This design comes from an exercise in tuning for small area on the open sky130 flow, not from production work. In this exercise RTL edits were held to simulation tests only and were not proved equivalent to the original.

## job 1203
Design lcd_rect_fill_streamer_top, start of the top module:
module lcd_rect_fill_streamer_top (
    input  wire logic                  i_clk,
    input  wire logic                  i_rst_n,
    input  wire logic                  i_req_valid,
    output logic                       i_req_ready,
    input  wire logic                  i_req_kind,
    input  wire logic signed [15:0]    i_req_origin_col,
    input  wire logic signed [15:0]    i_req_origin_row,
    input  wire logic signed [15:0]    i_req_rect_width,
    input  wire logic signed [15:0]    i_req_rect_height,
    input  wire logic [15:0]           i_req_fill_color,
    output logic                       o_res_valid,
    input  wire logic                  o_res_ready,
    output logic [1:0]                 o_res_status,
    output logic [7:0]                 o_res_spi_byte,
    output logic                       o_res_is_data,
    output logic                       o_res_release_select,
    output logic                       o_res_fill_done,
    input  wire logic                  psel,
    input  wire logic                  penable,
    input  wire logic                  pwrite,
    input  wire logic [lrf_pkg::CFG_ADDR_W-1:0] paddr,
    input  wire logic [31:0]           pwdata,
    output logic [31:0]                prdata,
    output logic                       pready
);
For scale: ~560 cells after synthesis, roughly 170 I/O pins, ~0.0057 sq mm of cells after synthesis.
clock: 10.0 ns
lec_check: 0
cap_margin: 20
core_margin: 2
core_utilization: 40
slew_margin: 20
standard.sh (not shown) runs the stock make flow with config.mk's settings and CLKGATE_MAP_FILE= SYNTH_SCRIPT=/design/flow/synth_recipe.tcl, a recipe that flattens the netlist after the stock synthesis.
==> flow/flow/run.sh <==
#!/bin/bash
# Layout flow: the standard synthesis, then the same synthesis with an area-oriented
# ABC script; its netlist is used if its registers match the standard one exactly (names
# and cell types). Then the standard ORFS layout, with port buffers of the smallest cell.
set -uo pipefail
HERE=$PWD
RES=$HERE/orfs/results/$FLOW_PLATFORM/lcd_rect_fill_streamer_top/base

bash standard.sh synth > std_synth.log 2>&1 || exit 1
cp $RES/1_2_yosys.v std_1_2_yosys.v

export MY_ABC_SCRIPT=$HERE/flow/area.abc
make -C $FLOW_HOME DESIGN_CONFIG=$HERE/config.mk WORK_HOME=$HERE/area_orfs CLKGATE_MAP_FILE= \
  SYNTH_SCRIPT=$HERE/flow/my_synth.tcl synth > area_synth.log 2>&1
AREA_NET=$HERE/area_orfs/results/$FLOW_PLATFORM/lcd_rect_fill_streamer_top/base/1_2_yosys.v

if [[ -s $AREA_NET ]]; then
  python3 flow/regs.py std_1_2_yosys.v > regs_std.txt
  python3 flow/regs.py $AREA_NET > regs_area.txt
  if [[ -s regs_std.txt ]] && cmp -s regs_std.txt regs_area.txt; then
    echo "using area netlist" > choice.log
    cp $AREA_NET $RES/1_2_yosys.v
    rm -f $RES/1_synth.odb $RES/1_synth.sdc
  else
    echo "registers differ; using standard netlist" > choice.log
  fi
else
  echo "area synthesis failed; using standard netlist" > choice.log
fi

export BUFFER_PORTS_ARGS="-buffer_cell sky130_fd_sc_hd__buf_1"
# One tie cell per constant instead of one per constant output port.
export SKIP_REPAIR_TIE_FANOUT=1
bash standard.sh finish > standard_flow.log 2>&1
==> flow/flow/area.abc <==
strash
&get -n
&deepsyn -T 30
&put
&get -n
&dch -f
&nf -a -R 1000
&put
==> flow/flow/my_synth.tcl <==
# The standard synthesis (synth_recipe.tcl), with the ABC mapping step run on an
# area-oriented script instead of ORFS's speed script, and adders mapped by ABC too. Everything before and after the
# combinational mapping, and so every register, is the same as the standard synthesis.
proc synth {args} { yosys synth -nofsm -noshare {*}$args }
proc abc {args} {
  set i [lsearch $args -script]
  if {$i >= 0} {
    lset args [expr {$i+1}] $::env(MY_ABC_SCRIPT)
  }
  puts "area abc: $args"
  yosys abc {*}$args
}
# Adders are left to ABC as plain logic: no half/full adder cells, no Kogge-Stone carry map.
set ::env(ADDER_MAP_FILE) ""
set ::env(SYNTH_OPERATIONS_ARGS) " "
source $::env(SCRIPTS_DIR)/synth.tcl
# left out here: clear keep_hierarchy, flatten, clean up, hide names made inside functions, write 1_2_yosys.v
==> flow/flow/regs.py <==
# Print "celltype-without-drive instance" for every flip-flop in a Yosys netlist.
import re, sys
txt = open(sys.argv[1]).read()
out = []
for m in re.finditer(r'^\s*(sky130_fd_sc_hd__(\w+?)_\d+)\s+(\S+)\s*\(', txt, re.M):
    base = m.group(2)
    if re.match(r'(e?dfx|dfr|dfs|dfb|sdf|edfx|dlx|dlr)', base):
        out.append(base + ' ' + m.group(3))
for line in sorted(out):
    print(line)
Modified inputs, job 9679 compared to job 1203
-- flow/flow/run.sh --
<<< job 1203, line 31
export BUFFER_PORTS_ARGS="-buffer_cell sky130_fd_sc_hd__buf_1"
# One tie cell per constant instead of one per constant output port.
export SKIP_REPAIR_TIE_FANOUT=1
bash standard.sh finish > standard_flow.log 2>&1
>>> job 9679, line 31
export BUFFER_PORTS_ARGS="-buffer_cell sky130_fd_sc_hd__buf_1"
bash standard.sh finish > standard_flow.log 2>&1
==> flow/flow/my_synth.tcl <==
# The standard synthesis (synth_recipe.tcl), with the ABC mapping step run on an
# area-oriented script instead of ORFS's speed script. Everything before and after the
# combinational mapping, and so every register, is the same as the standard synthesis.
proc synth {args} { yosys synth -nofsm -noshare {*}$args }
proc abc {args} {
  set i [lsearch $args -script]
  if {$i >= 0} {
    lset args [expr {$i+1}] $::env(MY_ABC_SCRIPT)
  }
  puts "area abc: $args"
  yosys abc {*}$args
}
source $::env(SCRIPTS_DIR)/synth.tcl
# left out here: clear keep_hierarchy, flatten, clean up, hide names made inside functions, write 1_2_yosys.v
- In the reports for job 9679 and job 1203, the larger met3 track utilization from global routing belongs to job 1203.
- Cell count after placement: job 9679 vs job 1203 up 88
- Compared with job 1203, in job 9679 final standard cell utilization of the core shrank by 0.48 points, first-pass GRT wire length grew by 3900 microns, fraction of final layout cells with drive strength greater than 1 shrank by 0.18 points.
The inputs of job 1777 differ from those of job 9679 as listed below.
==> flow/flow/run.sh <==
#!/bin/bash
# Standard ORFS layout, with the port buffers made from the smallest buffer cell.
set -euo pipefail
export BUFFER_PORTS_ARGS="-buffer_cell sky130_fd_sc_hd__buf_1"
bash standard.sh finish > standard_flow.log 2>&1
removed: flow/flow/area.abc
removed: flow/flow/my_synth.tcl
removed: flow/flow/regs.py
Results
NOTE synthesized cell count job 9679->job 1777 increased by more than a quarter
[job 1777 vs job 9679] fmax: higher in job 1777
Looking at fraction of area in multi-input gates across job 1777 and job 9679, the one that comes out lower is job 9679.
Job 1777 falls short of job 9679 in die area.

## separate check: timing with driven ports
In the flow no input, the clock included, has a driving cell. The finished layouts below were timed again as built, in two steps.
Step 1 sets driving cells, clkbuf_16 on the clock port and buf_2 on the other inputs (assumed; they add their load-dependent delay and slew).
Step 2 moves the port delays by t, midway between the first and last clock arrival at a register: inputs arrive t later, outputs are due t later. That takes back most of the time a late clock gives input paths.
Three values: ideal, step 1, step 2; two values: the first two.
run	t (ns)	setup WS [ns]	slew at the worst register clock pin (ns)
job 1203	0.383	1.549 / 1.549 / 1.549	0.07 / 0.07
job 9679	0.397	2.484 / 2.484 / 2.484	0.07 / 0.07
job 1777	0.395	3.297 / 3.297 / 3.297	0.07 / 0.07
After both steps setup and hold are still met in every run listed.
